Source: an optimization exercise on an open RTL-to-GDS flow (aim: small area). Production flows keep margins and buffers that such runs may drop. In this exercise RTL edits were held to simulation tests only and were not proved equivalent to the original. The clock cells of runs 2 to 6 come from the design's own scripts or RTL, not from TritonCTS. The clock input has no modelled driver; a real chip could not lean on it and would need a root buffer or a full tree. Power is estimated from default activity; no workload was simulated.

**flow/config.mk**
```make
export PLATFORM = sky130hd
export DESIGN_NAME = ws2812_tx_up
export DESIGN_NICKNAME = ws2812_tx_up
export VERILOG_FILES = /design/flow/design.v
export SDC_FILE = /design/flow/constraint.sdc
export NUM_CORES = 4
export LEC_CHECK = 0
export CAP_MARGIN = 20
export CORE_MARGIN = 2
export CORE_UTILIZATION = 40
export SLEW_MARGIN = 20
```
**flow/constraint.sdc**
```tcl
create_clock -name core_clock -period 12.0 [get_ports {clkn}]
set_input_delay 2.4000 -clock core_clock [delete_from_list [all_inputs] [get_ports {clkn}]]
set_output_delay 2.4000 -clock core_clock [all_outputs]
set_load 0.01 [all_outputs]
```
**flow/design.v**
```verilog
package ambi_led_pkg;
    localparam int WS_TBIT    = 186;
    localparam int WS_T0H     = 59;
    localparam int WS_T1H     = 119;
    localparam int WS_TRST    = 41580;
    localparam int NUM_LED_UP = 78;
endpackage
module ws2812_tx_up (
    input  logic        clkn,
    input  logic        reset,
    input  logic        dv_RGB_in,
    input  logic [23:0] RGB_in,
    output logic        led_dout,
    output logic        busy,
    output logic        frame_done,
    output logic        drop
);
    localparam int NLED = ambi_led_pkg::NUM_LED_UP;    
    localparam int TBIT = ambi_led_pkg::WS_TBIT;       
    localparam int T0H  = ambi_led_pkg::WS_T0H;        
    localparam int T1H  = ambi_led_pkg::WS_T1H;        
    localparam int TRST = ambi_led_pkg::WS_TRST;       
    logic [NLED*24-1:0] ring;
    logic [23:0]        tail;
    logic               busy_q, drop_q, dout_q, bitv_q;
    logic [6:0]         q_q;
    logic [7:0]         c_q;         
    logic [4:0]         j_q;         
    logic [6:0]         w_q;         
    logic               launch, last, c_end, c_t0, c_t1, q_end, q_zero, w_inc, in_bits;
    logic               sel_bit, dout_set;
    assign tail    = ring[NLED*24-1 -: 24];
    assign c_end   = c_q[7] & c_q[5] & c_q[4] & c_q[3] & c_q[0];                           
    assign c_t0    = c_q == 8'(T0H - 1);                                                   
    assign c_t1    = c_q == 8'(T1H - 1);                                                   
    assign q_end   = q_q[6] & q_q[3] & q_q[2] & q_q[0];                                    
    assign q_zero  = q_q == 7'd0;
    assign in_bits = !(w_q[6] & (w_q[4] | (w_q[3] & w_q[2] & w_q[1])));                    
    assign w_inc   = c_t0 & j_q[4] & j_q[2] & j_q[1] & j_q[0];                             
    assign launch  = !busy_q && dv_RGB_in && q_end;
    assign last    = busy_q && w_q[6] && w_q[4] && w_q[2] && w_q[1] && w_q[0] && j_q[3]    
                     && c_q[5] && !c_q[3] && c_q[2] && c_q[0];                             
    always_comb begin
        if (j_q < 5'd8)       sel_bit = tail[5'd15 - j_q];
        else if (j_q < 5'd16) sel_bit = tail[5'd31 - j_q];
        else                  sel_bit = tail[5'd23 - j_q];
    end
    assign dout_set = launch || (busy_q && c_end && in_bits);
    always_ff @(negedge clkn) begin
        ring <= {ring[NLED*24-25:0], busy_q ? tail : RGB_in};
    end
    always_ff @(negedge clkn) begin
        c_q <= (launch || c_end) ? 8'd0 : c_q + 8'd1;
        if (launch) begin
            j_q <= '0;
            w_q <= '0;
        end else if (w_inc) begin
            j_q <= '0;
            w_q <= w_q + 7'd1;
        end else if (c_t0) begin
            j_q <= j_q + 5'd1;
        end
        if (busy_q && q_zero) bitv_q <= sel_bit;
    end
    always_ff @(negedge clkn or posedge reset) begin
        if (reset) begin
            busy_q <= 1'b0;
            q_q    <= '0;
            drop_q <= 1'b0;
            dout_q <= 1'b0;
        end else begin
            busy_q <= launch || (busy_q && !last);
            if (last || (!busy_q && !dv_RGB_in)) q_q <= '0;
            else if (busy_q && w_inc)            q_q <= q_q;
            else if (q_end)                      q_q <= '0;
            else                                 q_q <= q_q + 7'd1;
            drop_q <= busy_q ? dv_RGB_in : (!dv_RGB_in && !q_zero);
            dout_q <= dout_set || (dout_q && !c_t1 && !(c_t0 && !bitv_q));
        end
    end
    assign led_dout   = dout_q;
    assign busy       = busy_q;
    assign frame_done = last;
    assign drop       = drop_q;
endmodule
```
**flow/flow/run.sh**
```bash
#!/bin/bash
# Own layout flow: the standard ORFS flow, with two clock-tree changes.
#  * The synthesised netlist clocks the non-reset flip-flops through one inverter
#    on clkn (there is no plain negative-edge flip-flop in sky130hd). ORFS's
#    repair_clock_inverters would clone that inverter next to every flip-flop;
#    here it is kept as a single inverter and CTS buffers its output net instead.
#  * CTS uses larger sink clusters and no dummy loads.
# Each tool's full output goes to the ORFS logs under orfs/logs and to the
# log files written here.
set -euo pipefail
here=$(pwd)
export PRE_CTS_TCL=$here/flow/pre_cts.tcl
export CTS_ARGS="-sink_clustering_enable -repair_clock_nets -dont_use_dummy_load -buf_list ${CTS_BUFS:-sky130_fd_sc_hd__clkbuf_16} -sink_clustering_size ${CTS_SIZE:-30} -sink_clustering_max_diameter ${CTS_DIAM:-150} ${CTS_EXTRA:-}"
export CLK_INV_CELL=${CLK_INV_CELL:-sky130_fd_sc_hd__clkinv_8}
export BUFFER_PORTS_ARGS="-buffer_cell sky130_fd_sc_hd__buf_1"
bash standard.sh "${@:-finish}" > "$here/standard_flow.log" 2>&1
```
**flow/flow/pre_cts.tcl**
```tcl
# Keep the single clock inverter from synthesis: CTS buffers its output net.
# Give it the drive of a clock-tree root so the tree below sees a sharp edge.
proc repair_clock_inverters {args} {
  puts "pre_cts.tcl: repair_clock_inverters skipped"
}
set clk_net [get_nets clkn]
foreach pin [get_pins -of_objects $clk_net -filter "direction==input"] {
  set inst [get_cells -of_objects $pin]
  if {[string match "*inv*" [get_property $inst ref_name]]} {
    puts "pre_cts.tcl: clock inverter [get_full_name $inst] -> $::env(CLK_INV_CELL)"
    replace_cell $inst $::env(CLK_INV_CELL)
  }
}
```
**flow/standard.sh**
```bash
#!/bin/bash
# synth_recipe.tcl (not shown) runs the flow's synth.tcl, then flattens the netlist and writes it again
# the make line also repeats each setting of config.mk as NAME=value (left out here)
make -C /OpenROAD-flow-scripts/flow DESIGN_CONFIG=/design/flow/config.mk WORK_HOME=/design/flow/orfs CLKGATE_MAP_FILE= SYNTH_SCRIPT=/design/flow/synth_recipe.tcl "${@:-finish}"
```
==> results of run 1 <==
cell usage in the layout (no fill, tap or decap), drive strengths merged, types with 3 or more instances in the layout:
cell,instances
nand3,16
nor2,21
clkbuf,88
nand4,6
o21ai,9
mux2,24
nor3,10
a22oi,3
or3,3
a21oi,6
mux2i,12
nor4,5
inv,9
dfxtp,1892
dfrtn,10
xor2,4
nand2,17
diode,3
buf,32
a221o,5
xnor2,8
ha,8
nor2b,3
flip-flops by register name (all words and copies together) (netlist names):
name / cells
c_q: 8
drop_q: 1
q_q: 7
bitv_q: 1
busy_q: 1
ring: 1872
j_q: 5
dout_q: 1
w_q: 7
through the flow:
stage          util [%]  instance area, um2  setup slack, ns  std cells  hold WS, ns
3_3_place_gp       42.0               41300             2.15       3418        0.310
6_report           44.3               43500             1.01       3509        0.285
3_5_place_dp       42.0               41300             2.08       3418        0.312
5_1_grt            44.3               43500            0.778       3506        0.278
4_1_cts            44.2               43500             1.02       3506        0.283
2_1_floorplan         -               39600             2.36       2112        0.310
cells by family (layout without fill, tap and decap cells):
group / count (synthesis) / after routing / synth area share, %
buf+inv: 23 / 130 / 0.250
compound gates: 32 / 32 / 0.556
flops: 1903 / 1903 / 96.4
xor+xnor: 12 / 12 / 0.265
fa+ha+maj: 8 / 8 / 0.253
mux: 36 / 36 / 0.986
simple gates: 98 / 98 / 1.32
other cells: 0 / 3 / 0
power groups by stage:
stage / Combinational, mW / Clock [mW] / Sequential [mW]
floorplan: 0.122 / 0.950 / 6.58
CTS: 0.143 / 3.17 / 6.47
detailed placement: 0.142 / 0.950 / 6.61
global route: 0.159 / 3.39 / 6.48
global placement: 0.129 / 0.950 / 6.60
finish: 0.145 / 3.04 / 6.47
cell type report:
| class | instances | area share [%] |
|---|---|---|
| Timing Repair Buffer | 32 | 0.293 |
| Sequential cell | 1903 | 87.7 |
| Clock buffer | 88 | 5.06 |
| Antenna cell | 3 | 0.0173 |
| Multi-Input combinational cell | 186 | 3.09 |
| Inverter | 10 | 0.115 |
| Tap cell | 1287 | 3.70 |
worst max path at each step:
stage	endpoint	slack, ns	start	cells past startpoint
final	frame_done	1.01	c_q[2]	3
after global routing	frame_done	0.78	c_q[2]	3
after CTS	frame_done	1.02	c_q[2]	3
after detailed placement	frame_done	2.08	c_q[2]	3
after global placement	frame_done	2.15	c_q[2]	3
after floorplan	frame_done	2.36	c_q[5]	3
metal layers:
layer / routed length (um) / share of wire [%] / GRT usage (%)
met4: 1270 / 3.0 / 2.45
met5: 0 / 0 / 0
met3: 1740 / 4.1 / 1.34
met1: 23600 / 55 / 13.2
met2: 16200 / 38 / 11.8
critical path: cells and delay by family, from the launching register on:
| kind | cells | cell delay (ns) |
|---|---|---|
| DFF | 1 | 0.46 |
| buffers and inverters | 1 | 0.23 |
| and+or+nand+nor | 2 | 0.94 |
==> metrics.md, run 1 <==
| Metric | Value |
|---|---|
| Status | `finished clean` |
| Max VDD drop | `about 0.14 mV` |
| Top area cells in the synthesized netlist | `dfxtp_1 96%, mux2_2 0.68%, dfrtn_1 0.63%` |
| Syn_nets | `~2100` |
| Cell Int Power | `~7.8 mW` |
| Cells after synthesis | `2112` |
| Filler cell count | `between 8000 and 9000` |
| Die ar. | `roughly 100000 um2` |
| Setup TNS | `0 ns` |
| Psw | `around 1.9 mW` |
| Asr flop ratio synth | `less than 1%` |
| Die Width | `~320 um` |
| Grt ovf | `0` |
| Yosys reg bits | `between 1500 and 2000` |
| Wire per inst | `about 12 um` |
| Seq pwr share | `around 67%` |
| Top post-synthesis cells by count | `1892 x dfxtp_1, 24 x mux2_2, 21 x nor2_1` |
| EDFF count, synth | `1` |
| Initial Utilization | `between 40% and 50%` |
| DRC errors left | `0` |
| R2R Setup Slk | `around 9.5 ns` |
| Worst R2R Start | `busy_q` |
| Max_slew headroom | `a little under two fifths` |
| Total Nets Final | `2256` |
| FF+latch area | `between 30000 and 40000 um2` |
| Hold Path End | `ring[821]` |
| Max incr delay on CP | `a little under 0.8 ns` |
| DPL Wire Length | `22500 um` |
| Post-Syn Area | `39600 um2` |
| Hold Path Depth | `0` |
| CP Cell Sequence | `nand4b_1 > nor3_1 > buf_1` |
| Tightest Pin Transition | `slightly above 0.9 ns` |
| Critical path endpoint category | `output port` |
| Seq/Total Area, Yosys | `96.4%` |
| Tot GR Track Use | `between 8 and 9%` |
| RSZ-0062 raised after global routing | `false` |
| Initial DRC Count | `952` |
| DRT Pass-1 Iters | `7` |
| Switching share of power | `about a fifth` |
| RePlAce Congestion | `between 0.7 and 0.8` |
| Syn avg cell area | `around 19 um2` |
| Yosys warning total | `1` |
| First-pass GRT wire length | `about 72000 um` |
| Vias per inst | `approximately 3.8` |
| I/O Pins | `31` |
| Hold Startpoint | `ring[797]` |
| Combined area of the multi-input logic cells | `1340 um2` |
| Final Hold Fails | `0` |
| Max Cap Viol | `0` |
| Port bufs | `30` |
| Finish-stage setup viols | `0` |
| PwrDens | `~220 nW/um2` |
| Worst Path Required | `about 9.6 ns` |
| Most used flip-flop cell after synthesis | `dfxtp_1` |
| Worst reg2reg path endpoint | `q_q[6]` |
| Later-pin clock latency in the skew report | `roughly 1.1 ns` |
| CP startpoint kind | `flip-flop` |
| Most frequent cell after synthesis | `dfxtp_1` |
| Crit-path max FO | `9` |
| Pwr Total | `just under 10 mW` |
| Leakage power | `17.1 nW` |
| Cts repair resizes | `0` |
| Initial antenna violation count | `4` |
| Leading area contributor after synthesis | `dfxtp_1` |
| Worst hold path class | `flip-flop to flip-flop` |
| Top-area cell type share of the netlist area | `between 90% and 100%` |
| Clock power frac | `between 30% and 40%` |
| Max-slew violations | `0` |
| Layout cells sized above 1 | `about 5.4%` |
| Worst Reg2Reg Path Length in Cells | `5` |
| Critical-path top delay cell | `nor3_1` |
| Core area | `approximately 98000 um2` |
| Final WL | `approximately 43000 um` |
| Vias in the first global route | `13770` |
| Hold-fix buffers, CTS | `0` |
| Largest net degree at the start of global routing | `31` |
| CTS tree | `yes` |
| Std cell rows | `115` |
| CTS clk-pin slew, worst paths | `0.11 ns` |
| Logic pwr share | `roughly 1.5%` |
| Netlist cell types | `47` |
| Number of nets with antenna violations after routing | `0` |
| Area growth from synthesis to layout | `9.86%` |
| Setup bufs post-CTS | `0` |
| Arrival time at the worst endpoint | `about 8.6 ns` |
| Worst Skew | `0.136 ns` |
| Via Count | `roughly 13000` |
| CP Class | `flip-flop to output port` |
| DIE HEIGHT | `approximately 320 um` |
==> inputs of run 2 (changes only) <==
==> flow/flow/run.sh (replaced) <==
#!/bin/bash
# Own layout flow: the standard ORFS flow (standard.sh) with its own clock tree.
#  * The synthesised netlist clocks the non-reset flip-flops through one inverter
#    on clkn (sky130hd has no plain negative-edge flip-flop). ORFS's
#    repair_clock_inverters would clone that inverter next to every flip-flop;
#    here it stays a single inverter, sized up, at the root of the tree.
#  * flow/my_cts.tcl builds the clock tree in place of TritonCTS: one leaf
#    buffer per cluster of nearby flip-flops, driven by the inverter.
# Everything else (synthesis, floorplan, placement, timing repair, routing,
# finishing) is the standard flow. Each tool's full output goes to the ORFS
# logs under orfs/logs and to standard_flow.log here.
set -euo pipefail
here=$(pwd)
export PRE_CTS_TCL=$here/flow/pre_cts.tcl
export CLK_INV_CELL=${CLK_INV_CELL:-sky130_fd_sc_hd__clkinv_16}
export MY_CTS_LEAF=${MY_CTS_LEAF:-36}
export MY_CTS_MID=${MY_CTS_MID:-0}
export BUFFER_PORTS_ARGS="-buffer_cell sky130_fd_sc_hd__buf_1"
bash standard.sh "${@:-finish}" > "$here/standard_flow.log" 2>&1
==> flow/flow/my_cts.tcl (new file) <==
# A plain two- or three-level clock tree for this design, built in place of
# TritonCTS (clock_tree_synthesis is redefined below, before cts.tcl calls it).
#
# The design has two clock nets: clkn itself, which clocks the few flip-flops
# with an asynchronous reset and the one clock inverter synthesis made, and the
# inverter's output, which clocks every other flip-flop. The inverter's sinks
# are split by recursive bisection of their placed locations into clusters of
# at most MY_CTS_LEAF sinks; each cluster gets one leaf buffer at its centroid.
# With MY_CTS_MID > 0 the leaf buffers are grouped the same way under that many
# mid-level buffers. The clkn flip-flops get one buffer of their own, so the
# clock port drives only that buffer and the inverter.

proc my_cts_env {name default} {
  if {[info exists ::env($name)] && $::env($name) ne ""} { return $::env($name) }
  return $default
}

# items: list of {obj x y}; k clusters; returns list of clusters (lists of items)
proc my_cts_bisect {items k} {
  if {$k <= 1 || [llength $items] <= 1} { return [list $items] }
  set xs [lmap it $items {lindex $it 1}]
  set ys [lmap it $items {lindex $it 2}]
  set dx [expr {[tcl::mathfunc::max {*}$xs] - [tcl::mathfunc::min {*}$xs]}]
  set dy [expr {[tcl::mathfunc::max {*}$ys] - [tcl::mathfunc::min {*}$ys]}]
  set idx [expr {$dx >= $dy ? 1 : 2}]
  set sorted [lsort -integer -index $idx $items]
  set k1 [expr {$k / 2}]
  set n [llength $sorted]
  set n1 [expr {int(round(double($n) * $k1 / $k))}]
  return [concat [my_cts_bisect [lrange $sorted 0 [expr {$n1 - 1}]] $k1] \
                 [my_cts_bisect [lrange $sorted $n1 end] [expr {$k - $k1}]]]
}

proc my_cts_center {items} {
  set sx 0.0; set sy 0.0
  foreach it $items { set sx [expr {$sx + [lindex $it 1]}]; set sy [expr {$sy + [lindex $it 2]}] }
  set n [llength $items]
  return [list [expr {int($sx / $n)}] [expr {int($sy / $n)}]]
}

set ::my_cts_count 0
# Drive the items' pins (item obj = dbITerm) from a new buffer at their centroid,
# whose input joins net in_net. Returns the new buffer's input item {iterm x y}.
proc my_cts_buffer {items master in_net prefix} {
  set block [ord::get_db_block]
  set i [incr ::my_cts_count]
  set sta_inst [make_instance "${prefix}_$i" [$master getName]]
  set sta_net [make_net "${prefix}net_$i"]
  set name [get_full_name $sta_inst]
  set nname [get_full_name $sta_net]
  foreach it $items {
    set iterm [lindex $it 0]
    set pin "[[$iterm getInst] getName]/[[$iterm getMTerm] getName]"
    disconnect_pin [get_nets [[$iterm getNet] getName]] [get_pins $pin]
    connect_pin $sta_net [get_pins $pin]
  }
  connect_pin $sta_net [get_pins $name/X]
  connect_pin [get_nets [$in_net getName]] [get_pins $name/A]
  set inst [$block findInst $name]
  [$block findNet $nname] setSigType CLOCK
  lassign [my_cts_center $items] x y
  set w [$master getWidth]
  $inst setLocation [expr {$x - $w / 2}] $y
  $inst setPlacementStatus PLACED
  return [list [$inst findITerm A] $x $y]
}

proc my_cts_sinks {net} {
  set sinks {}
  foreach iterm [$net getITerms] {
    if {[$iterm isInputSignal] || [$iterm getIoType] eq "INPUT"} {
      set inst [$iterm getInst]
      set box [$inst getBBox]
      lappend sinks [list $iterm [expr {([$box xMin] + [$box xMax]) / 2}] [expr {([$box yMin] + [$box yMax]) / 2}]]
    }
  }
  return $sinks
}

proc clock_tree_synthesis {args} {
  set db [ord::get_db]
  set block [ord::get_db_block]
  set leaf_size [my_cts_env MY_CTS_LEAF 40]
  set mid [my_cts_env MY_CTS_MID 0]
  set leaf_m [$db findMaster [my_cts_env MY_CTS_LEAF_CELL sky130_fd_sc_hd__clkbuf_16]]
  set mid_m [$db findMaster [my_cts_env MY_CTS_MID_CELL sky130_fd_sc_hd__clkbuf_16]]
  set port_m [$db findMaster [my_cts_env MY_CTS_PORT_CELL sky130_fd_sc_hd__clkbuf_4]]
  set clk [$block findNet clkn]
  $clk setSigType CLOCK
  # The inverter on clkn and its output net.
  set inv ""
  foreach iterm [$clk getITerms] {
    set inst [$iterm getInst]
    if {[string match "*inv*" [[$inst getMaster] getName]]} { set inv $inst }
  }
  if {$inv eq ""} { error "my_cts: no clock inverter on clkn" }
  set inv_out [[$inv findITerm Y] getNet]
  $inv_out setSigType CLOCK
  # Leaves under the inverter.
  set sinks [my_cts_sinks $inv_out]
  set k [expr {([llength $sinks] + $leaf_size - 1) / $leaf_size}]
  set leaves {}
  foreach c [my_cts_bisect $sinks $k] {
    lappend leaves [my_cts_buffer $c $leaf_m $inv_out clkleaf]
  }
  if {$mid > 0} {
    foreach g [my_cts_bisect $leaves $mid] {
      my_cts_buffer $g $mid_m $inv_out clkmid
    }
  }
  # The flip-flops on clkn itself get one buffer, the inverter stays on the port.
  set ffs {}
  foreach s [my_cts_sinks $clk] {
    if {[[lindex $s 0] getInst] ne $inv} { lappend ffs $s }
  }
  if {[llength $ffs] > 0} { my_cts_buffer $ffs $port_m $clk clkport }
  # Put the inverter in the middle of what it drives.
  lassign [my_cts_center [my_cts_sinks $inv_out]] x y
  $inv setLocation $x $y
  puts "my_cts: [llength $sinks] sinks, $k leaf buffers, $mid mid buffers, [llength $ffs] flip-flops on clkn"
}
--- a/flow/flow/pre_cts.tcl
+++ b/flow/flow/pre_cts.tcl
@@ -1,3 +1,4 @@
-# Keep the single clock inverter from synthesis: CTS buffers its output net.
-# Give it the drive of a clock-tree root so the tree below sees a sharp edge.
+# Runs in ORFS's cts.tcl before its clock_tree_synthesis call.
+# Keep the single clock inverter from synthesis (no per-flip-flop clones), give
+# it the drive of a clock-tree root, and replace TritonCTS by my_cts.tcl's tree.
 proc repair_clock_inverters {args} {
@@ -13 +14,2 @@
 }
+source [file join [file dirname [info script]] my_cts.tcl]
--- a/flow/config.mk
+++ b/flow/config.mk
@@ -9,3 +9,3 @@
 export CORE_MARGIN = 2
-export CORE_UTILIZATION = 40
+export CORE_UTILIZATION = 65
 export SLEW_MARGIN = 20
==> metrics.md, run 2 <==
| Metric | Value |
|---|---|
| Initial DRC Count | `~570` |
| Cts repair resizes | `0` |
| RePlAce Congestion | `between 0.7 and 0.8` |
| Worst Path Required | `roughly 9.6 ns` |
| Worst hold path class | `flip-flop to flip-flop` |
| Max Cap Viol | `0` |
| Setup bufs post-CTS | `0` |
| Core area | `~60000 um2` |
| Cells after synthesis | `approximately 2100` |
| Final WL | `just under 40000 um` |
| Logic pwr share | `1.5%` |
| Most frequent cell after synthesis | `dfxtp_1` |
| Largest net degree at the start of global routing | `54` |
| I/O Pins | `31` |
| Max VDD drop | `about 0.24 mV` |
| Asr flop ratio synth | `0.525%` |
| Die ar. | `~63000 um2` |
| Non-Filler Instances | `2970` |
| Finish-stage setup viols | `0` |
| CP Cell Sequence | `nand4_1 > nor3_1 > buf_1` |
| Filler cell count | `approximately 3900` |
| Top area cells in the synthesized netlist | `dfxtp_1 96%, mux2_2 0.68%, dfrtn_1 0.63%` |
| Placed insts | `2913` |
| Grt met1 use | `roughly 20%` |
| Leakage power | `between 15 and 20 nW` |
| Status | `finished clean` |
| DRT Pass-1 Iters | `4` |
| DPL Wire Length | `~21000 um` |
| CP startpoint kind | `flip-flop` |
| Tot GR Track Use | `12.3%` |
| Die Width | `between 200 and 300 um` |
| Top post-synthesis cells by count | `1892 x dfxtp_1, 24 x mux2_2, 21 x nor2_1` |
| Setup TNS | `0 ns` |
| Port bufs | `30` |
| Grt met2 use | `roughly 18%` |
| Worst Skew | `0.452 ns` |
| Max_slew headroom | `about a third` |
| Tightest Pin Transition | `slightly below 1 ns` |
| Most frequent cells in the layout | `1892 x dfxtp_1, 53 x clkbuf_16, 30 x buf_1` |
| Initial Utilization | `around two thirds` |
| Seq pwr share | `slightly above 70%` |
| Vias in the first global route | `between 10000 and 15000` |
| Arrival time at the worst endpoint | `between 8 and 9 ns` |
| Layout cells sized above 1 | `under 10%` |
| Total Nets Final | `2222` |
| DRC errors left | `0` |
| CTS clk-pin slew, worst paths | `around 0.12 ns` |
| Leading area contributor after synthesis | `dfxtp_1` |
| Seq/Total Area, Yosys | `a little over nine tenths` |
| Largest register FFs | `1872` |
| Switching share of power | `roughly a fifth` |
| RSZ-0062 raised after global routing | `false` |
| Worst Path Buf+Inv | `1` |
| Max incr delay on CP | `~0.82 ns` |
| PwrDens | `213 nW/um2` |
| Final Hold Fails | `0` |
| Commonest non-fill, non-tap cell in the layout | `dfxtp_1` |
| Number of nets with antenna violations after routing | `0` |
| Later-pin clock latency in the skew report | `0.61 ns` |
| Vias per inst | `around 4.3` |
| Syn avg cell area | `between 15 and 20 um2` |
| Hold-fix buffers, CTS | `0` |
| Syn_nets | `2147` |
| GR peak layer | `met1` |
| Std cell rows | `90` |
| Netlist cell types | `47` |
| Psw | `between 1.5 and 2 mW` |
| Crit-path max FO | `9` |
| Critical path endpoint category | `output port` |
| DIE HEIGHT | `251 um` |
| Critical-path top delay cell | `nor3_1` |
| CP Class | `flip-flop to output port` |
| Area growth from synthesis to layout | `6.11%` |
| Initial antenna violation count | `0` |
| Via Count | `approximately 13000` |
| Top-area cell type share of the netlist area | `95.7%` |
| Yosys reg bits | `between 1500 and 2000` |
| Cell Int Power | `7.26 mW` |
| EDFF count, synth | `1` |
| Post-Syn Area | `approximately 40000 um2` |
| Clock power frac | `a little over a quarter` |
| Wire per inst | `about 13 um` |
| Met3 Use GR | `roughly 1.5%` |
| Largest Register | `ring` |
| Max-slew violations | `0` |
| Yosys warning total | `1` |
| Biggest regs | `ring x1872, c_q x8` |
| First-pass GRT wire length | `64300 um` |
| Family with the most delay on the worst path | `simple AND/OR/NAND/NOR gates` |
| Most used flip-flop cell after synthesis | `dfxtp_1` |
| Grt ovf | `0` |
run 2: cell counts after synthesis:
Identical to the previous run, type by type.
run 2: kinds of logic (layout without fill, tap and decap cells):
| group | Yosys count | count (layout) | synth area share, % |
|---|---|---|---|
| simple gates | 98 | 98 | 1.32 |
| compound gates | 32 | 32 | 0.556 |
| mux | 36 | 36 | 0.986 |
| xor+xnor | 12 | 12 | 0.265 |
| buf+inv | 23 | 96 | 0.250 |
| other cells | 0 | 3 | 0 |
| fa+ha+maj | 8 | 8 | 0.253 |
| flops | 1903 | 1903 | 96.4 |
run 2: area by class of cell:
cell class / count / area (um2) / share of cell area, %
Inverter: 10 / 63.8 / 0.152
Tap cell: 782 / 978 / 2.33
Sequential cell: 1903 / 38200 / 90.8
Multi-Input combinational cell: 186 / 1340 / 3.20
Timing Repair Buffer: 32 / 128 / 0.304
Antenna cell: 3 / 7.51 / 0.0179
Buffer: 54 / 1330 / 3.17
run 2: path summary, 6_finish.rpt:
kind | startpoint | endpoint | slack, ns | cells past startpoint
min in group asynchronous | reset | q_q[0] | 8.05 | 2
max in group asynchronous | reset | busy_q | 3.66 | 2
worst max register to register | w_q[0] | q_q[6] | 9.30 | 4
worst min-delay path | ring[139] | ring[163] | 0.33 | 0
worst max-delay path | w_q[0] | frame_done | 1.35 | 3
worst min register to register | ring[139] | ring[163] | 0.33 | 0
run 2: routing by layer:
metal	vias up	part of all wire, %
li1	6662	-
met1	6052	56
met2	118	39
met3	79	3.0
met4	0	2.7
met5	-	0
run 2: stage by stage:
| step | power [mW] | worst slack, ns | util (%) | hold WS [ns] | area, um2 |
|---|---|---|---|---|---|
| floorplan | 7.65 | 2.36 | - | 0.310 | 39600 |
| global placement | 7.68 | 2.10 | 67.5 | 0.310 | 40600 |
| detailed placement | 7.70 | 2.03 | 67.5 | 0.312 | 40600 |
| CTS | 8.64 | 2.01 | 69.7 | 0.312 | 42000 |
| global route | 9.26 | 1.17 | 69.7 | 0.321 | 42000 |
| finish | 8.96 | 1.35 | 69.7 | 0.331 | 42000 |
run 2: power by group through the flow:
stage                     logic, mW  clock network (mW)  registers, mW
after floorplan               0.122               0.950           6.58
after global placement        0.131               0.950           6.60
after detailed placement      0.138               0.950           6.61
after CTS                     0.138                1.90           6.61
after global routing          0.153                2.62           6.48
final                         0.139                2.35           6.47
==> inputs of run 3 (changes only) <==
--- a/flow/design.v
+++ b/flow/design.v
@@ -22,2 +22,14 @@
     localparam int TRST = ambi_led_pkg::WS_TRST;       
+    localparam logic [7:0] C_START = 8'd229;
+    localparam logic [7:0] C_END_V = 8'd20,  C_END_M = 8'd95;
+    localparam logic [7:0] C_T0_V  = 8'd41,  C_T0_M  = 8'd175;
+    localparam logic [7:0] C_T1_V  = 8'd165, C_T1_M  = 8'd231;
+    localparam logic [7:0] C_FD_V  = 8'd0,   C_FD_M  = 8'd11;
+    localparam logic [6:0] Q_END_V = 7'd4,   Q_END_M = 7'd31;
+    localparam logic [6:0] Q_ZERO_M = 7'd43;
+    localparam logic [4:0] J_START = 5'd5;
+    localparam logic [4:0] J_END_M = 5'd11;                                       
+    localparam logic [4:0] J_FD_M  = 5'd9;                                        
+    localparam logic [6:0] W_START = 7'd26;
+    localparam logic [6:0] W_FD_M  = 7'd31;                                       
     logic [NLED*24-1:0] ring;
@@ -32,16 +44,40 @@
     assign tail    = ring[NLED*24-1 -: 24];
-    assign c_end   = c_q[7] & c_q[5] & c_q[4] & c_q[3] & c_q[0];                           
-    assign c_t0    = c_q == 8'(T0H - 1);                                                   
-    assign c_t1    = c_q == 8'(T1H - 1);                                                   
-    assign q_end   = q_q[6] & q_q[3] & q_q[2] & q_q[0];                                    
-    assign q_zero  = q_q == 7'd0;
-    assign in_bits = !(w_q[6] & (w_q[4] | (w_q[3] & w_q[2] & w_q[1])));                    
-    assign w_inc   = c_t0 & j_q[4] & j_q[2] & j_q[1] & j_q[0];                             
+    assign c_end   = (c_q & C_END_M) == C_END_V;                                           
+    assign c_t0    = (c_q & C_T0_M) == C_T0_V;                                             
+    assign c_t1    = (c_q & C_T1_M) == C_T1_V;                                             
+    assign q_end   = (q_q & Q_END_M) == Q_END_V;                                           
+    assign q_zero  = (q_q & Q_ZERO_M) == 7'd0;                                             
+    assign in_bits = !(((w_q & 7'd77) == 7'd0) || ((w_q & 7'd23) == 7'd4) ||
+                       ((w_q & 7'd46) == 7'd8));                                           
+    assign w_inc   = c_t0 && ((j_q & J_END_M) == 5'd0);                                    
     assign launch  = !busy_q && dv_RGB_in && q_end;
-    assign last    = busy_q && w_q[6] && w_q[4] && w_q[2] && w_q[1] && w_q[0] && j_q[3]    
-                     && c_q[5] && !c_q[3] && c_q[2] && c_q[0];                             
+    assign last    = busy_q && ((w_q & W_FD_M) == 7'd0) && ((j_q & J_FD_M) == 5'd0)      
+                     && ((c_q & C_FD_M) == C_FD_V);                                        
     always_comb begin
-        if (j_q < 5'd8)       sel_bit = tail[5'd15 - j_q];
-        else if (j_q < 5'd16) sel_bit = tail[5'd31 - j_q];
-        else                  sel_bit = tail[5'd23 - j_q];
+        case (j_q)
+            5'd5:    sel_bit = tail[15];
+            5'd10:   sel_bit = tail[14];
+            5'd21:   sel_bit = tail[13];
+            5'd11:   sel_bit = tail[12];
+            5'd23:   sel_bit = tail[11];
+            5'd14:   sel_bit = tail[10];
+            5'd29:   sel_bit = tail[9];
+            5'd27:   sel_bit = tail[8];
+            5'd22:   sel_bit = tail[23];
+            5'd12:   sel_bit = tail[22];
+            5'd24:   sel_bit = tail[21];
+            5'd17:   sel_bit = tail[20];
+            5'd3:    sel_bit = tail[19];
+            5'd7:    sel_bit = tail[18];
+            5'd15:   sel_bit = tail[17];
+            5'd31:   sel_bit = tail[16];
+            5'd30:   sel_bit = tail[7];
+            5'd28:   sel_bit = tail[6];
+            5'd25:   sel_bit = tail[5];
+            5'd19:   sel_bit = tail[4];
+            5'd6:    sel_bit = tail[3];
+            5'd13:   sel_bit = tail[2];
+            5'd26:   sel_bit = tail[1];
+            default: sel_bit = tail[0];    
+        endcase
     end
@@ -52,11 +88,11 @@
     always_ff @(negedge clkn) begin
-        c_q <= (launch || c_end) ? 8'd0 : c_q + 8'd1;
+        c_q <= (launch || c_end) ? C_START : {c_q[6:0], c_q[7] ^ c_q[6] ^ c_q[1] ^ c_q[0]};
         if (launch) begin
-            j_q <= '0;
-            w_q <= '0;
+            j_q <= J_START;
+            w_q <= W_START;
         end else if (w_inc) begin
-            j_q <= '0;
-            w_q <= w_q + 7'd1;
+            j_q <= J_START;
+            w_q <= {w_q[5:0], w_q[6] ^ w_q[3]};
         end else if (c_t0) begin
-            j_q <= j_q + 5'd1;
+            j_q <= {j_q[3:0], j_q[4] ^ j_q[1]};
         end
@@ -75,3 +111,3 @@
             else if (q_end)                      q_q <= '0;
-            else                                 q_q <= q_q + 7'd1;
+            else                                 q_q <= {q_q[5:0], ~(q_q[6] ^ q_q[5])};
             drop_q <= busy_q ? dv_RGB_in : (!dv_RGB_in && !q_zero);
==> metrics.md, run 3 <==
| Metric | Value |
|---|---|
| Synth Area in XOR/XNOR | `0.0667%` |
| Initial DRC Count | `648` |
| Final Hold Fails | `0` |
| Max Cap Viol | `0` |
| Initial Utilization | `approximately 65%` |
| DRT Pass-1 Iters | `5` |
| CP startpoint kind | `flip-flop` |
| First-pass GRT wire length | `64000 um` |
| Std cell rows | `90` |
| Syn avg cell area | `about 19 um2` |
| Synth Area in Compound Gates | `less than 1%` |
| Worst Skew | `0.467 ns` |
| Via Count | `~13000` |
| Setup TNS | `0 ns` |
| Yosys reg bits | `1903` |
| PwrDens | `~210 nW/um2` |
| Hold-fix buffers, CTS | `0` |
| Cells after synthesis | `2077` |
| Die ar. | `62600 um2` |
| Max-slew violations | `0` |
| Leakage power | `16.6 nW` |
| I/O Pins | `31` |
| Post-Syn Area | `approximately 39000 um2` |
| Netlist cell types | `43` |
| Synth Area in Simple Gates | `about 1.1%` |
| Asr flop ratio synth | `less than 1%` |
| DIE HEIGHT | `between 200 and 300 um` |
| Area growth from synthesis to layout | `6.14%` |
| CTS clk-pin slew, worst paths | `0.12 ns` |
| Most frequent cell after synthesis | `dfxtp_1` |
| Later-pin clock latency in the skew report | `between 0.6 and 0.7 ns` |
| Commonest non-fill, non-tap cell in the layout | `dfxtp_1` |
| Worst Path Required | `between 9 and 10 ns` |
| Layout cells sized above 1 | `4.00%` |
| Total Nets Final | `around 2200` |
| Wire per inst | `roughly 13 um` |
| Number of nets with antenna violations after routing | `0` |
| DRC errors left | `0` |
| Final WL | `between 30000 and 40000 um` |
| Setup bufs post-CTS | `0` |
| Largest net degree at the start of global routing | `between 50 and 60` |
| Initial antenna violation count | `3` |
| Die Width | `roughly 250 um` |
| Arrival time at the worst endpoint | `approximately 8.0 ns` |
| Syn_nets | `between 2000 and 2500` |
| Biggest regs | `ring x1872, c_q x8` |
| Most frequent cells in the layout | `1892 x dfxtp_1, 53 x clkbuf_16, 30 x buf_1` |
| RePlAce Congestion | `just under 0.7` |
| Status | `finished clean` |
| Vias per inst | `4.31` |
| Cts repair resizes | `0` |
| Core area | `60100 um2` |
| Seq/Total Area, Yosys | `96.9%` |
| DPL Wire Length | `20800 um` |
| Largest Register | `ring` |
| Leading area contributor after synthesis | `dfxtp_1` |
| EDFF count, synth | `1` |
| Port bufs | `30` |
| Tightest Pin Transition | `between 0.7 and 0.8 ns` |
| Finish-stage setup viols | `0` |
| Largest family of logic cells by synthesized area | `multiplexers` |
| Critical path endpoint category | `output port` |
| Mux contribution to synthesized area | `about 1.1%` |
| Grt ovf | `0` |
| Most used flip-flop cell after synthesis | `dfxtp_1` |
| Top-area cell type share of the netlist area | `a little over nine tenths` |
| Top post-synthesis cells by count | `1892 x dfxtp_1, 25 x mux2_2, 20 x nor2_1` |
| Final Cell Area | `roughly 42000 um2` |
| Tot GR Track Use | `about an eighth` |
| CP Class | `flip-flop to output port` |
| Post-synthesis adder-cell area fraction | `less than 1%` |
| Largest register FFs | `around 1900` |
| Top area cells in the synthesized netlist | `dfxtp_1 96%, mux2_2 0.71%, dfrtn_1 0.64%` |
| Cell Area, Placed | `40400 um2` |
| Yosys warning total | `1` |
| RSZ-0062 raised after global routing | `false` |
| Crit-path max FO | `14` |
| Max VDD drop | `between 0.2 and 0.3 mV` |
| Worst hold path class | `flip-flop to flip-flop` |
| Vias in the first global route | `between 10000 and 15000` |
| Max_slew headroom | `roughly 50%` |
## run 3: cell count changes after synthesis, moves of 5 or more
| cell | previous run | this run |
|---|---|---|
| ha_1 | 8 | 2 |
| a221o_1 | 5 | 0 |
| nand3_1 | 16 | 8 |
| nand4_1 | 6 | 1 |
| nand2_1 | 17 | 12 |
| xnor2_1 | 8 | 3 |
## run 3: area by class of cell
| cell class | instances | area [um2] |
|---|---|---|
| inverters | 9 | 60.1 |
| diodes | 1 | 2.50 |
| repair buffers | 31 | 120 |
| multi-input cells | 153 | 1150 |
| well taps | 782 | 978 |
| flip-flops and latches | 1903 | 38200 |
| fillers | 3919 | 18300 |
| plain buffers | 54 | 1330 |
## run 3: layer usage
layer	global-route usage, %	vias up	routed length, um
met1	20.4	5881	21300
met3	1.41	76	1510
li1	-	6555	-
met5	0	-	12
met2	17.6	113	14900
met4	2.46	2	868
## run 3: worst max-delay path, cell delays in order (launching register included)
cell and delay (ns):
dfxtp_1 0.46, nor2_1 0.38, nand4_1 0.21, inv_1 0.13, buf_1 0.16
## run 3: final timing paths
path                          start    endpoint  slack [ns]  depth (start not counted)
setup / recovery             j_q[0]  frame_done        1.65                          4
hold / removal             ring[42]    ring[66]        0.33                          0
setup reg to reg             j_q[1]      q_q[0]        9.37                          5
hold reg to reg            ring[42]    ring[66]        0.33                          0
max in group asynchronous     reset      dout_q        3.66                          2
min in group asynchronous     reset      drop_q        8.05                          2
## run 3: cells by family (layout without fill, tap and decap cells)
| family | after synthesis | count (layout) |
|---|---|---|
| flops | 1903 | 1903 |
| simple gates | 75 | 75 |
| fa+ha+maj | 2 | 2 |
| xor+xnor | 3 | 3 |
| buf+inv | 21 | 94 |
| other cells | 0 | 1 |
| compound gates | 32 | 32 |
| mux | 41 | 41 |
## run 3: metrics by stage
step	setup slack [ns]	instances	hold slack (ns)	utilization [%]	total power, mW
2_1_floorplan	2.58	2077	0.310	-	7.62
3_5_place_dp	2.31	2878	0.312	67.2	7.66
3_3_place_gp	2.38	2878	0.310	67.2	7.64
4_1_cts	2.30	2932	0.312	69.5	8.61
6_report	1.65	2933	0.328	69.5	8.92
5_1_grt	1.47	2932	0.324	69.5	9.24
## run 3: report_power, final
part           leakage [nW]  internal (mW)  switching (mW)
registers              15.4           6.37          0.0746
clock network         0.669          0.791            1.56
logic                 0.572         0.0696          0.0594
==> inputs of run 4 (changes only) <==
--- a/flow/flow/run.sh
+++ b/flow/flow/run.sh
@@ -7,3 +7,4 @@
 #  * flow/my_cts.tcl builds the clock tree in place of TritonCTS: one leaf
-#    buffer per cluster of nearby flip-flops, driven by the inverter.
+#    buffer (buf_12) per cluster of up to 32 nearby flip-flops, driven by the
+#    inverter.
 # Everything else (synthesis, floorplan, placement, timing repair, routing,
@@ -15,4 +16,5 @@
 export CLK_INV_CELL=${CLK_INV_CELL:-sky130_fd_sc_hd__clkinv_16}
-export MY_CTS_LEAF=${MY_CTS_LEAF:-36}
+export MY_CTS_LEAF=${MY_CTS_LEAF:-32}
 export MY_CTS_MID=${MY_CTS_MID:-0}
+export MY_CTS_LEAF_CELL=${MY_CTS_LEAF_CELL:-sky130_fd_sc_hd__buf_12}
 export BUFFER_PORTS_ARGS="-buffer_cell sky130_fd_sc_hd__buf_1"
--- a/flow/flow/my_cts.tcl
+++ b/flow/flow/my_cts.tcl
@@ -56,4 +56,10 @@
   }
-  connect_pin $sta_net [get_pins $name/X]
-  connect_pin [get_nets [$in_net getName]] [get_pins $name/A]
+  set in_pin ""; set out_pin ""
+  foreach mterm [$master getMTerms] {
+    if {[$mterm getSigType] ne "SIGNAL"} continue
+    if {[$mterm getIoType] eq "INPUT"} { set in_pin [$mterm getName] }
+    if {[$mterm getIoType] eq "OUTPUT"} { set out_pin [$mterm getName] }
+  }
+  connect_pin $sta_net [get_pins $name/$out_pin]
+  connect_pin [get_nets [$in_net getName]] [get_pins $name/$in_pin]
   set inst [$block findInst $name]
@@ -64,3 +70,3 @@
   $inst setPlacementStatus PLACED
-  return [list [$inst findITerm A] $x $y]
+  return [list [$inst findITerm $in_pin] $x $y]
 }
==> metrics.md, run 4 <==
| Metric | Value |
|---|---|
| Top post-synthesis cells by count | `1892 x dfxtp_1, 25 x mux2_2, 20 x nor2_1` |
| Max Cap Viol | `0` |
| Yosys reg bits | `roughly 1900` |
| Asr flop ratio synth | `less than 1%` |
| Status | `finished clean` |
| Grt ovf | `0` |
| Arrival time at the worst endpoint | `approximately 8.0 ns` |
| Std cell rows | `90` |
| Cts repair resizes | `0` |
| Largest Register | `ring` |
| Initial Utilization | `between 60 and 70%` |
| DRT Pass-1 Iters | `4` |
| Worst Skew | `roughly 0.48 ns` |
| Port bufs | `30` |
| Vias in the first global route | `12317` |
| Crit-path max FO | `14` |
| Leading area contributor after synthesis | `dfxtp_1` |
| Seq/Total Area, Yosys | `a little over nine tenths` |
| Via Count | `around 13000` |
| Yosys warning total | `1` |
| I/O Pins | `31` |
| Finish-stage setup viols | `0` |
| Top-area cell type share of the netlist area | `between 90% and 100%` |
| Final Hold Fails | `0` |
| Core area | `between 60000 and 70000 um2` |
| Leakage power | `between 15 and 20 nW` |
| Biggest regs | `ring x1872, c_q x8` |
| Cells after synthesis | `2077` |
| Largest net degree at the start of global routing | `61` |
| Most frequent cell after synthesis | `dfxtp_1` |
| RePlAce Congestion | `a little under 0.7` |
| Cell Area, Placed | `a little over 40000 um2` |
| Syn_nets | `2106` |
| CTS clk-pin slew, worst paths | `around 0.12 ns` |
| Netlist cell types | `43` |
| Initial antenna violation count | `3` |
| Vias per inst | `4.29` |
| Final Cell Area | `41700 um2` |
| Max-slew violations | `0` |
| Initial DRC Count | `between 600 and 700` |
| DRC errors left | `0` |
| EDFF count, synth | `1` |
| Die Width | `250 um` |
| Critical path endpoint category | `output port` |
| Worst Path Required | `around 9.6 ns` |
| Commonest non-fill, non-tap cell in the layout | `dfxtp_1` |
| Worst hold path class | `flip-flop to flip-flop` |
| Post-Syn Area | `approximately 40000 um2` |
| Max_slew headroom | `49.3%` |
| Hold-fix buffers, CTS | `0` |
| CP startpoint kind | `flip-flop` |
| PwrDens | `between 200 and 250 nW/um2` |
| Top area cells in the synthesized netlist | `dfxtp_1 96%, mux2_2 0.71%, dfrtn_1 0.64%` |
| DPL Wire Length | `between 20000 and 25000 um` |
| Max VDD drop | `~0.34 mV` |
| Most frequent cells in the layout | `1892 x dfxtp_1, 60 x buf_12, 30 x buf_1` |
| Most used flip-flop cell after synthesis | `dfxtp_1` |
| First-pass GRT wire length | `between 60000 and 70000 um` |
| Number of nets with antenna violations after routing | `0` |
| Setup bufs post-CTS | `0` |
| CP Class | `flip-flop to output port` |
| Area growth from synthesis to layout | `5.82%` |
| Total Nets Final | `~2200` |
| Setup TNS | `0 ns` |
| Later-pin clock latency in the skew report | `approximately 0.64 ns` |
| Layout cells sized above 1 | `about 4.3%` |
| Largest register FFs | `around 1900` |
| Tightest Pin Transition | `0.759 ns` |
| Die ar. | `62600 um2` |
| Syn avg cell area | `~19 um2` |
| Wire per inst | `between 10 and 15 um` |
| Final WL | `about 39000 um` |
| DIE HEIGHT | `between 200 and 300 um` |
| Tot GR Track Use | `approximately an eighth` |
| RSZ-0062 raised after global routing | `false` |
run 4: cell counts after synthesis:
No cell type changed its count.
run 4: per-layer routing:
layer / global-route usage (%) / wire (um) / up-vias
met1: 20.4 / 21700 / 5855
met2: 17.3 / 14900 / 112
met5: 0 / 12 / -
li1: - / - / 6564
met3: 1.45 / 1300 / 71
met4: 2.58 / 927 / 2
run 4: logic make-up (layout without fill, tap and decap cells):
logic type,after synthesis,after routing,synth area share (%)
compound gates,32,32,0.566
other cells,0,2,0
fa+ha+maj,2,2,0.0635
flops,1903,1903,96.9
xor+xnor,3,3,0.0667
buf+inv,21,101,0.200
simple gates,75,75,1.09
mux,41,41,1.12
run 4: final timing paths:
| path | slack [ns] | endpoint | start | depth (start not counted) |
|---|---|---|---|---|
| setup / recovery | 1.60 | frame_done | j_q[0] | 4 |
| hold / removal | 0.32 | w_q[2] | q_q[2] | 3 |
| setup reg to reg | 9.33 | q_q[0] | j_q[1] | 5 |
| hold reg to reg | 0.32 | w_q[2] | q_q[2] | 3 |
| max in group asynchronous | 3.66 | dout_q | reset | 2 |
| min in group asynchronous | 8.05 | drop_q | reset | 2 |
run 4: metrics by stage:
| step | hold WS [ns] | setup WS, ns | utilization (%) | power, mW | instances |
|---|---|---|---|---|---|
| after floorplan | 0.310 | 2.58 | - | 7.62 | 2077 |
| after global placement | 0.310 | 2.38 | 67.2 | 7.64 | 2878 |
| after detailed placement | 0.312 | 2.31 | 67.2 | 7.66 | 2878 |
| after CTS | 0.312 | 2.30 | 69.3 | 8.66 | 2939 |
| after global routing | 0.309 | 1.46 | 69.3 | 9.27 | 2939 |
| final | 0.316 | 1.60 | 69.3 | 8.96 | 2941 |
run 4: final cells by class:
type                            count  area [um2]
Timing Repair Buffer               31         120
Fill cell                        3961       18500
Antenna cell                        2        5.00
Sequential cell                  1903       38200
Buffer                             61        1210
Multi-Input combinational cell    153        1150
Inverter                            9        60.1
Tap cell                          782         978
run 4: power by group:
group	internal, mW	total, mW	switching (mW)
sequential	6.36	6.44	0.0740
clock	0.781	2.39	1.61
combinational	0.0696	0.129	0.0594
total	7.21	8.96	1.74
run 4: critical path: stages (launching register included):
cell,delay (ns)
dfxtp_1,0.47
nor2_1,0.39
nand4_1,0.22
inv_1,0.13
buf_1,0.16
==> inputs of run 5 (changes only) <==
--- a/flow/design.v
+++ b/flow/design.v
@@ -29,5 +29,2 @@
     localparam logic [6:0] Q_ZERO_M = 7'd43;
-    localparam logic [4:0] J_START = 5'd5;
-    localparam logic [4:0] J_END_M = 5'd11;                                       
-    localparam logic [4:0] J_FD_M  = 5'd9;                                        
     localparam logic [6:0] W_START = 7'd26;
@@ -39,3 +36,4 @@
     logic [7:0]         c_q;         
-    logic [4:0]         j_q;         
+    logic [1:0]         jb_q;        
+    logic [2:0]         jk_q;        
     logic [6:0]         w_q;         
@@ -51,37 +49,22 @@
                        ((w_q & 7'd46) == 7'd8));                                           
-    assign w_inc   = c_t0 && ((j_q & J_END_M) == 5'd0);                                    
+    assign w_inc   = c_t0 && jb_q[1] && (jk_q == 3'd7);                                    
     assign launch  = !busy_q && dv_RGB_in && q_end;
-    assign last    = busy_q && ((w_q & W_FD_M) == 7'd0) && ((j_q & J_FD_M) == 5'd0)      
+    assign last    = busy_q && ((w_q & W_FD_M) == 7'd0) && jb_q[0]                        
                      && ((c_q & C_FD_M) == C_FD_V);                                        
+    logic [7:0] sel_byte;
     always_comb begin
-        case (j_q)
-            5'd5:    sel_bit = tail[15];
-            5'd10:   sel_bit = tail[14];
-            5'd21:   sel_bit = tail[13];
-            5'd11:   sel_bit = tail[12];
-            5'd23:   sel_bit = tail[11];
-            5'd14:   sel_bit = tail[10];
-            5'd29:   sel_bit = tail[9];
-            5'd27:   sel_bit = tail[8];
-            5'd22:   sel_bit = tail[23];
-            5'd12:   sel_bit = tail[22];
-            5'd24:   sel_bit = tail[21];
-            5'd17:   sel_bit = tail[20];
-            5'd3:    sel_bit = tail[19];
-            5'd7:    sel_bit = tail[18];
-            5'd15:   sel_bit = tail[17];
-            5'd31:   sel_bit = tail[16];
-            5'd30:   sel_bit = tail[7];
-            5'd28:   sel_bit = tail[6];
-            5'd25:   sel_bit = tail[5];
-            5'd19:   sel_bit = tail[4];
-            5'd6:    sel_bit = tail[3];
-            5'd13:   sel_bit = tail[2];
-            5'd26:   sel_bit = tail[1];
-            default: sel_bit = tail[0];    
+        case (jb_q)
+            2'd0:    sel_byte = tail[15:8];
+            2'd1:    sel_byte = tail[23:16];
+            default: sel_byte = tail[7:0];
         endcase
+        sel_bit = sel_byte[3'd7 - jk_q];
     end
     assign dout_set = launch || (busy_q && c_end && in_bits);
+    logic        take;
+    logic [23:0] head;
+    assign take = !busy_q && dv_RGB_in;
+    assign head = ({24{busy_q}} & tail) | ({24{take}} & RGB_in);
     always_ff @(negedge clkn) begin
-        ring <= {ring[NLED*24-25:0], busy_q ? tail : RGB_in};
+        ring <= {ring[NLED*24-25:0], head};
     end
@@ -90,9 +73,13 @@
         if (launch) begin
-            j_q <= J_START;
-            w_q <= W_START;
-        end else if (w_inc) begin
-            j_q <= J_START;
-            w_q <= {w_q[5:0], w_q[6] ^ w_q[3]};
+            jb_q <= '0;
+            jk_q <= '0;
+            w_q  <= W_START;
         end else if (c_t0) begin
-            j_q <= {j_q[3:0], j_q[4] ^ j_q[1]};
+            jk_q <= jk_q + 3'd1;
+            if (w_inc) begin
+                jb_q <= '0;
+                w_q  <= {w_q[5:0], w_q[6] ^ w_q[3]};
+            end else if (jk_q == 3'd7) begin
+                jb_q <= jb_q + 2'd1;
+            end
         end
--- a/flow/flow/pre_cts.tcl
+++ b/flow/flow/pre_cts.tcl
@@ -15 +15,22 @@
 source [file join [file dirname [info script]] my_cts.tcl]
+
+# Synthesis maps a few gates at drive 2 or 4 though the design has hours of
+# slack at this clock; use drive 1 (or 0) of the same function instead. The
+# timing repair that follows CTS and global routing sizes up again wherever
+# it is needed. Registers, buffers and clock cells are left alone.
+set n_down 0
+foreach inst [[ord::get_db_block] getInsts] {
+  set m [[$inst getMaster] getName]
+  if {![regexp {^(sky130_fd_sc_hd__([a-z0-9]+))_([0-9]+)$} $m -> base func drive]} continue
+  if {$drive < 2} continue
+  if {[regexp {^(df|edf|sdf|dl|buf|clk|inv|conb|tap|fill|decap|dly)} $func]} continue
+  foreach d {0 1} {
+    set small [[ord::get_db] findMaster "${base}_$d"]
+    if {$small ne "NULL" && [$small getWidth] < [[$inst getMaster] getWidth]} {
+      replace_cell [get_cells [$inst getName]] "${base}_$d"
+      incr n_down
+      break
+    }
+  }
+}
+puts "pre_cts.tcl: $n_down gates set to drive 0/1"
==> metrics.md, run 5 <==
| Metric | Value |
|---|---|
| Yosys warning total | `1` |
| Std cell rows | `90` |
| Worst Skew | `about 0.47 ns` |
| Most frequent cells in the layout | `1892 x dfxtp_1, 60 x buf_12, 32 x a22o_1` |
| Cell Int Power | `around 7.1 mW` |
| Arrival time at the worst endpoint | `7.89 ns` |
| Switching share of power | `18.7%` |
| PwrDens | `211 nW/um2` |
| Top area cells in the synthesized netlist | `dfxtp_1 96%, dfrtn_1 0.64%, a22o_1 0.58%` |
| Max Cap Viol | `0` |
| Syn_nets | `2102` |
| Initial Utilization | `between 60% and 70%` |
| Largest register FFs | `between 1500 and 2000` |
| Top post-synthesis cells by count | `1892 x dfxtp_1, 26 x a22o_1, 15 x nor2_1` |
| DPL Wire Length | `~21000 um` |
| CP Cell Sequence | `nor3_1 > and4_1 > buf_1` |
| Netlist cell types | `43` |
| Hold-fix buffers, CTS | `0` |
| Crit-path max FO | `5` |
| Max-slew violations | `0` |
| Tightest Pin Transition | `approximately 0.54 ns` |
| Area growth from synthesis to layout | `5.73%` |
| Initial antenna violation count | `1` |
| Initial DRC Count | `about 540` |
| Biggest regs | `ring x1872, c_q x8` |
| Wire per inst | `13.3 um` |
| Most used flip-flop cell after synthesis | `dfxtp_1` |
| RePlAce Congestion | `between 0.7 and 0.8` |
| Pre-CTS WS | `roughly 1.8 ns` |
| Tot GR Track Use | `approximately an eighth` |
| Clock power frac | `27.2%` |
| Vias in the first global route | `about 12000` |
| CP startpoint kind | `flip-flop` |
| Seq/Total Area, Yosys | `between 90% and 100%` |
| Die Width | `around 250 um` |
| Non-Filler Instances | `2931` |
| Most frequent cell after synthesis | `dfxtp_1` |
| Setup TNS | `0 ns` |
| Worst Path Required | `roughly 9.6 ns` |
| Cells after synthesis | `just over 2000` |
| Max incr delay on CP | `~0.4 ns` |
| Core area | `60100 um2` |
| CP Class | `flip-flop to output port` |
| Final Hold Fails | `0` |
| Max VDD drop | `~0.35 mV` |
| DIE HEIGHT | `250 um` |
| Critical-path top delay cell | `and4_1` |
| Final WL | `slightly below 40000 um` |
| Number of nets with antenna violations after routing | `0` |
| Syn avg cell area | `~19 um2` |
| Critical path endpoint category | `output port` |
| Leakage power | `~17 nW` |
| Logic pwr share | `less than 1%` |
| Psw | `approximately 1.6 mW` |
| Yosys reg bits | `1903` |
| Post-route setup slack | `roughly 1.7 ns` |
| Leading area contributor after synthesis | `dfxtp_1` |
| First-pass GRT wire length | `around 64000 um` |
| Post-Syn Area | `39300 um2` |
| FF+latch area | `38200 um2` |
| Grt ovf | `0` |
| Combined area of the multi-input logic cells | `about 1000 um2` |
| CTS clk-pin slew, worst paths | `around 0.11 ns` |
| Port bufs | `30` |
| Vias per inst | `4.34` |
| Status | `finished clean` |
| EDFF count, synth | `1` |
| Commonest non-fill, non-tap cell in the layout | `dfxtp_1` |
| Placed insts | `~2900` |
| Finish-stage setup viols | `0` |
| RSZ-0062 raised after global routing | `false` |
| Largest Register | `ring` |
| Total Nets Final | `roughly 2200` |
| Setup bufs post-CTS | `0` |
| Largest net degree at the start of global routing | `just over 60` |
| Top-area cell type share of the netlist area | `96.3%` |
| Later-pin clock latency in the skew report | `0.63 ns` |
| Via Count | `between 10000 and 15000` |
| Max_slew headroom | `a little under two thirds` |
| I/O Pins | `31` |
| DRT Pass-1 Iters | `5` |
| Asr flop ratio synth | `less than 1%` |
| Filler cell count | `3978` |
| Cts repair resizes | `0` |
| Seq pwr share | `slightly above 70%` |
| DRC errors left | `0` |
| Layout cells sized above 1 | `between 3 and 4%` |
| Die ar. | `around 62000 um2` |
| Worst hold path class | `flip-flop to flip-flop` |
## run 5: cell count changes in the layout (fill, tap and decap cells not counted), moves of 3 or more
cell,before,now
a22o_1,3,32
mux2_2,25,0
o21ai_0,7,1
nand2b_1,6,1
nor2_1,20,15
nor2b_1,1,6
a2111oi_0,0,4
ha_1,2,6
mux2i_1,16,12
a31oi_1,3,0
and3_1,1,4
nor3_1,7,4
o2bb2ai_1,0,3
## run 5: metal layers
metal / vias to the layer above / share of wire (%) / GRT usage [%]
met4: 0 / 2.1 / 2.43
met2: 111 / 37 / 16.9
met3: 62 / 3.0 / 1.35
li1: 6551 / - / -
met5: - / 0 / 0
met1: 5982 / 58 / 21.2
## run 5: cell type report
| class | count | share of cell area (%) |
|---|---|---|
| diodes | 1 | 0.00602 |
| plain buffers | 61 | 2.91 |
| inverters | 11 | 0.163 |
| multi-input cells | 141 | 2.48 |
| flip-flops and latches | 1903 | 91.8 |
| well taps | 782 | 2.35 |
| repair buffers | 32 | 0.307 |
## run 5: through the flow
| stage | instance area (um2) | hold WS [ns] | power (mW) | util (%) |
|---|---|---|---|---|
| floorplan | 39300 | 0.310 | 7.46 | - |
| global placement | 40400 | 0.310 | 7.47 | 67.1 |
| detailed placement | 40400 | 0.312 | 7.48 | 67.1 |
| CTS | 41600 | 0.312 | 8.47 | 69.1 |
| global route | 41600 | 0.333 | 9.05 | 69.1 |
| finish | 41600 | 0.329 | 8.77 | 69.1 |
## run 5: path summary, 6_finish.rpt
| kind | depth (start not counted) | end | startpoint | slack (ns) |
|---|---|---|---|---|
| worst max-delay path | 3 | frame_done | w_q[1] | 1.71 |
| worst min register to register | 0 | ring[957] | ring[933] | 0.33 |
| worst max register to register | 6 | q_q[2] | jk_q[0] | 9.43 |
| min in group asynchronous | 2 | drop_q | reset | 8.06 |
| max in group asynchronous | 2 | q_q[4] | reset | 3.64 |
| worst min-delay path | 0 | ring[957] | ring[933] | 0.33 |
## run 5: cell families after synthesis
| family | Yosys count | share of synthesized area (%) |
|---|---|---|
| compound gates | 55 | 1.18 |
| xor+xnor | 5 | 0.111 |
| fa+ha+maj | 6 | 0.191 |
| buf+inv | 25 | 0.290 |
| flops | 1903 | 97.0 |
| mux | 12 | 0.306 |
| simple gates | 63 | 0.875 |
## run 5: power groups by stage
stage	sequential [mW]	combinational [mW]	clock [mW]
finish	6.34	0.0355	2.39
detailed placement	6.49	0.0358	0.950
CTS	6.49	0.0357	1.94
global placement	6.49	0.0316	0.950
global route	6.35	0.0394	2.66
floorplan	6.48	0.0253	0.950
## run 5: critical path, delay by kind of cell, from the launching register on
family / cells / cell delay (ns)
buf+inv: 1 / 0.19
flops: 1 / 0.35
simple gates: 2 / 0.73
==> inputs of run 6 (changes only) <==
--- a/flow/flow/run.sh
+++ b/flow/flow/run.sh
@@ -7,4 +7,7 @@
 #  * flow/my_cts.tcl builds the clock tree in place of TritonCTS: one leaf
-#    buffer (buf_12) per cluster of up to 32 nearby flip-flops, driven by the
-#    inverter.
+#    inverter (inv_16) per cluster of up to 44 nearby flip-flops, the leaves
+#    grouped under 8 mid-level inverters (inv_12) driven by the root inverter.
+#    Three inversions from clkn to every such flip-flop, as the one inverter
+#    of the synthesised netlist gives.
+#  * Logic gates that synthesis mapped at drive 2 or 4 start at drive 1.
 # Everything else (synthesis, floorplan, placement, timing repair, routing,
@@ -16,5 +19,6 @@
 export CLK_INV_CELL=${CLK_INV_CELL:-sky130_fd_sc_hd__clkinv_16}
-export MY_CTS_LEAF=${MY_CTS_LEAF:-32}
-export MY_CTS_MID=${MY_CTS_MID:-0}
-export MY_CTS_LEAF_CELL=${MY_CTS_LEAF_CELL:-sky130_fd_sc_hd__buf_12}
+export MY_CTS_LEAF=${MY_CTS_LEAF:-44}
+export MY_CTS_MID=${MY_CTS_MID:-8}
+export MY_CTS_MID_CELL=${MY_CTS_MID_CELL:-sky130_fd_sc_hd__inv_12}
+export MY_CTS_LEAF_CELL=${MY_CTS_LEAF_CELL:-sky130_fd_sc_hd__inv_16}
 export BUFFER_PORTS_ARGS="-buffer_cell sky130_fd_sc_hd__buf_1"
--- a/flow/flow/my_cts.tcl
+++ b/flow/flow/my_cts.tcl
@@ -7,6 +7,9 @@
 # are split by recursive bisection of their placed locations into clusters of
-# at most MY_CTS_LEAF sinks; each cluster gets one leaf buffer at its centroid.
-# With MY_CTS_MID > 0 the leaf buffers are grouped the same way under that many
-# mid-level buffers. The clkn flip-flops get one buffer of their own, so the
-# clock port drives only that buffer and the inverter.
+# at most MY_CTS_LEAF sinks; each cluster gets one leaf cell (MY_CTS_LEAF_CELL)
+# at its centroid. With MY_CTS_MID > 0 the leaf cells are grouped the same way
+# under that many mid-level cells (MY_CTS_MID_CELL). Leaf and mid cells may be
+# buffers or inverters, as long as they add an even number of inversions, so
+# every flip-flop still sees the clock through the synthesised inverter's
+# polarity. The clkn flip-flops get one buffer of their own, so the clock port
+# drives only that buffer and the inverter.
 
@@ -93,2 +96,4 @@
   set port_m [$db findMaster [my_cts_env MY_CTS_PORT_CELL sky130_fd_sc_hd__clkbuf_4]]
+  set n_inv [expr {[string match "*inv*" [$leaf_m getName]] + ($mid > 0 ? [string match "*inv*" [$mid_m getName]] : 0)}]
+  if {$n_inv % 2 != 0} { error "my_cts: leaf and mid cells would invert the clock" }
   set clk [$block findNet clkn]
@@ -125,3 +130,3 @@
   $inv setLocation $x $y
-  puts "my_cts: [llength $sinks] sinks, $k leaf buffers, $mid mid buffers, [llength $ffs] flip-flops on clkn"
+  puts "my_cts: [llength $sinks] sinks, $k [$leaf_m getName] leaves, $mid [$mid_m getName] mids, [llength $ffs] flip-flops on clkn"
 }
--- a/flow/flow/pre_cts.tcl
+++ b/flow/flow/pre_cts.tcl
@@ -16,4 +16,4 @@
 
-# Synthesis maps a few gates at drive 2 or 4 though the design has hours of
-# slack at this clock; use drive 1 (or 0) of the same function instead. The
+# Synthesis maps a few gates at drive 2 or 4 though every path has over a
+# nanosecond of slack; use drive 1 (or 0) of the same function instead. The
 # timing repair that follows CTS and global routing sizes up again wherever
==> metrics.md, run 6 <==
| Metric | Value |
|---|---|
| Top area cells in the synthesized netlist | `dfxtp_1 96%, dfrtn_1 0.64%, a22o_1 0.58%` |
| Grt ovf | `0` |
| Most frequent cells in the layout | `1892 x dfxtp_1, 44 x inv_16, 32 x a22o_1` |
| Largest Register | `ring` |
| R2R Setup Slk | `slightly below 10 ns` |
| Core area | `60100 um2` |
| Pre-CTS WS | `1.84 ns` |
| Most used flip-flop cell after synthesis | `dfxtp_1` |
| Crit-path max FO | `5` |
| Via Count | `~13000` |
| Vias in the first global route | `about 12000` |
| DIE HEIGHT | `approximately 250 um` |
| CP Cell Sequence | `nor3_1 > and4_1 > buf_1` |
| Initial Utilization | `between 60% and 70%` |
| Cell Area, Placed | `40400 um2` |
| PwrDens | `approximately 210 nW/um2` |
| Cts repair resizes | `0` |
| Syn avg cell area | `~19 um2` |
| Max Cap Viol | `0` |
| Most frequent cell after synthesis | `dfxtp_1` |
| Post-Syn Area | `39300 um2` |
| Combined area of the multi-input logic cells | `between 1000 and 1500 um2` |
| Final Cell Area | `~41000 um2` |
| Worst hold path class | `flip-flop to flip-flop` |
| Filler cell count | `~4000` |
| Die Width | `~250 um` |
| FF+latch area | `between 30000 and 40000 um2` |
| Finish-stage setup viols | `0` |
| Port bufs | `30` |
| Arrival time at the worst endpoint | `a little under 8 ns` |
| Status | `finished clean` |
| DPL Wire Length | `20900 um` |
| Critical-path top delay cell | `and4_1` |
| Worst Reg2Reg Path Length in Cells | `6` |
| Worst R2R Start | `jk_q[0]` |
| Number of nets with antenna violations after routing | `0` |
| DRT Pass-1 Iters | `4` |
| Std cell rows | `90` |
| CP Launch Point | `w_q[1]` |
| Top-area cell type share of the netlist area | `roughly 96%` |
| Post-route setup slack | `1.88 ns` |
| Netlist cell types | `between 40 and 50` |
| Max_slew headroom | `between 60% and 70%` |
| CTS clk-pin slew, worst paths | `between 0.1 and 0.15 ns` |
| Hold Startpoint | `ring[152]` |
| Leakage power | `16.5 nW` |
| Top post-synthesis cells by count | `1892 x dfxtp_1, 26 x a22o_1, 15 x nor2_1` |
| First-pass GRT wire length | `approximately 64000 um` |
| Largest net degree at the start of global routing | `45` |
| Later-pin clock latency in the skew report | `around 0.45 ns` |
| Cells after synthesis | `between 2000 and 2500` |
| Worst Path Required | `9.60 ns` |
| I/O Pins | `31` |
| Setup bufs post-CTS | `0` |
| Die ar. | `between 60000 and 70000 um2` |
| EDFF count, synth | `1` |
| Critical path endpoint category | `output port` |
| Seq/Total Area, Yosys | `just under 100%` |
| Hold Path End | `ring[176]` |
| Max VDD drop | `between 0.15 and 0.2 mV` |
| Final Hold Fails | `0` |
| Hold Path Depth | `0` |
| Commonest non-fill, non-tap cell in the layout | `dfxtp_1` |
| Tot GR Track Use | `between 10% and 20%` |
| CP startpoint kind | `flip-flop` |
| Leading area contributor after synthesis | `dfxtp_1` |
| Layout cells sized above 1 | `under 10%` |
| Area growth from synthesis to layout | `5.24%` |
| CP Class | `flip-flop to output port` |
| Asr flop ratio synth | `less than 1%` |
| DRC errors left | `0` |
| Vias per inst | `around 4.3` |
| Largest register FFs | `1872` |
| Syn_nets | `approximately 2100` |
| Initial antenna violation count | `1` |
| Wire per inst | `roughly 13 um` |
| Worst reg2reg path endpoint | `q_q[0]` |
| Biggest regs | `ring x1872, c_q x8` |
| Max incr delay on CP | `~0.40 ns` |
| Max-slew violations | `0` |
| RePlAce Congestion | `around 0.77` |
| Initial DRC Count | `550` |
| Setup TNS | `0 ns` |
| Antenna diode count | `0` |
| Final WL | `around 39000 um` |
| Tightest Pin Transition | `0.508 ns` |
| Total Nets Final | `2175` |
| RSZ-0062 raised after global routing | `false` |
| Hold-fix buffers, CTS | `0` |
| Worst Skew | `slightly below 0.3 ns` |
| Yosys reg bits | `between 1500 and 2000` |
| Yosys warning total | `1` |
==> run 6: cell families after synthesis <==
kind of cell               share of synthesized area [%]
DFF                                                 97.0
and+or+nand+nor                                    0.875
AOI/OAI and AO/OA                                   1.18
buffers and inverters                              0.290
muxes                                              0.306
adders and majority gates                          0.191
xor gates and xnor gates                           0.111
==> run 6: area by class of cell <==
type,instances,area share [%]
multi-input cells,141,2.49
inverters,63,2.61
repair buffers,32,0.308
plain buffers,1,0.0181
flip-flops and latches,1903,92.2
well taps,782,2.36
==> run 6: power breakdown <==
group          total (mW)  internal (mW)  switching, mW
Combinational      0.0355         0.0172         0.0183
Sequential           6.35           6.34         0.0146
Clock                2.22          0.287           1.93
==> run 6: worst max-delay path, delay by kind of cell (launching register included) <==
kind                   cells  cell delay, ns
DFF                        1            0.35
buffers and inverters      1            0.19
and+or+nand+nor            2            0.73
==> run 6: worst max path at each step <==
| stage | end | slack (ns) | cells past startpoint |
|---|---|---|---|
| after floorplan | frame_done | 2.57 | 3 |
| after global placement | c_q[3] | 1.90 | 5 |
| after detailed placement | c_q[3] | 1.84 | 5 |
| after CTS | c_q[3] | 1.69 | 5 |
| after global routing | frame_done | 1.71 | 4 |
| final | frame_done | 1.88 | 3 |
==> run 6: routing by layer <==
| layer | track usage, % | vias to the layer above | part of all wire (%) |
|---|---|---|---|
| li1 | - | 6538 | - |
| met1 | 21.3 | 5941 | 58 |
| met2 | 16.7 | 113 | 37 |
| met3 | 1.47 | 47 | 2.9 |
| met4 | 2.34 | 0 | 2.0 |
| met5 | 0 | - | 0 |
==> run 6: through the flow <==
stage / hold WS [ns] / utilization, % / cells / total power, mW
global placement: 0.310 / 67.1 / 2869 / 7.47
global route: 0.319 / 68.8 / 2922 / 8.89
floorplan: 0.310 / - / 2069 / 7.46
finish: 0.310 / 68.8 / 2922 / 8.60
detailed placement: 0.312 / 67.1 / 2869 / 7.48
CTS: 0.312 / 68.8 / 2922 / 8.33
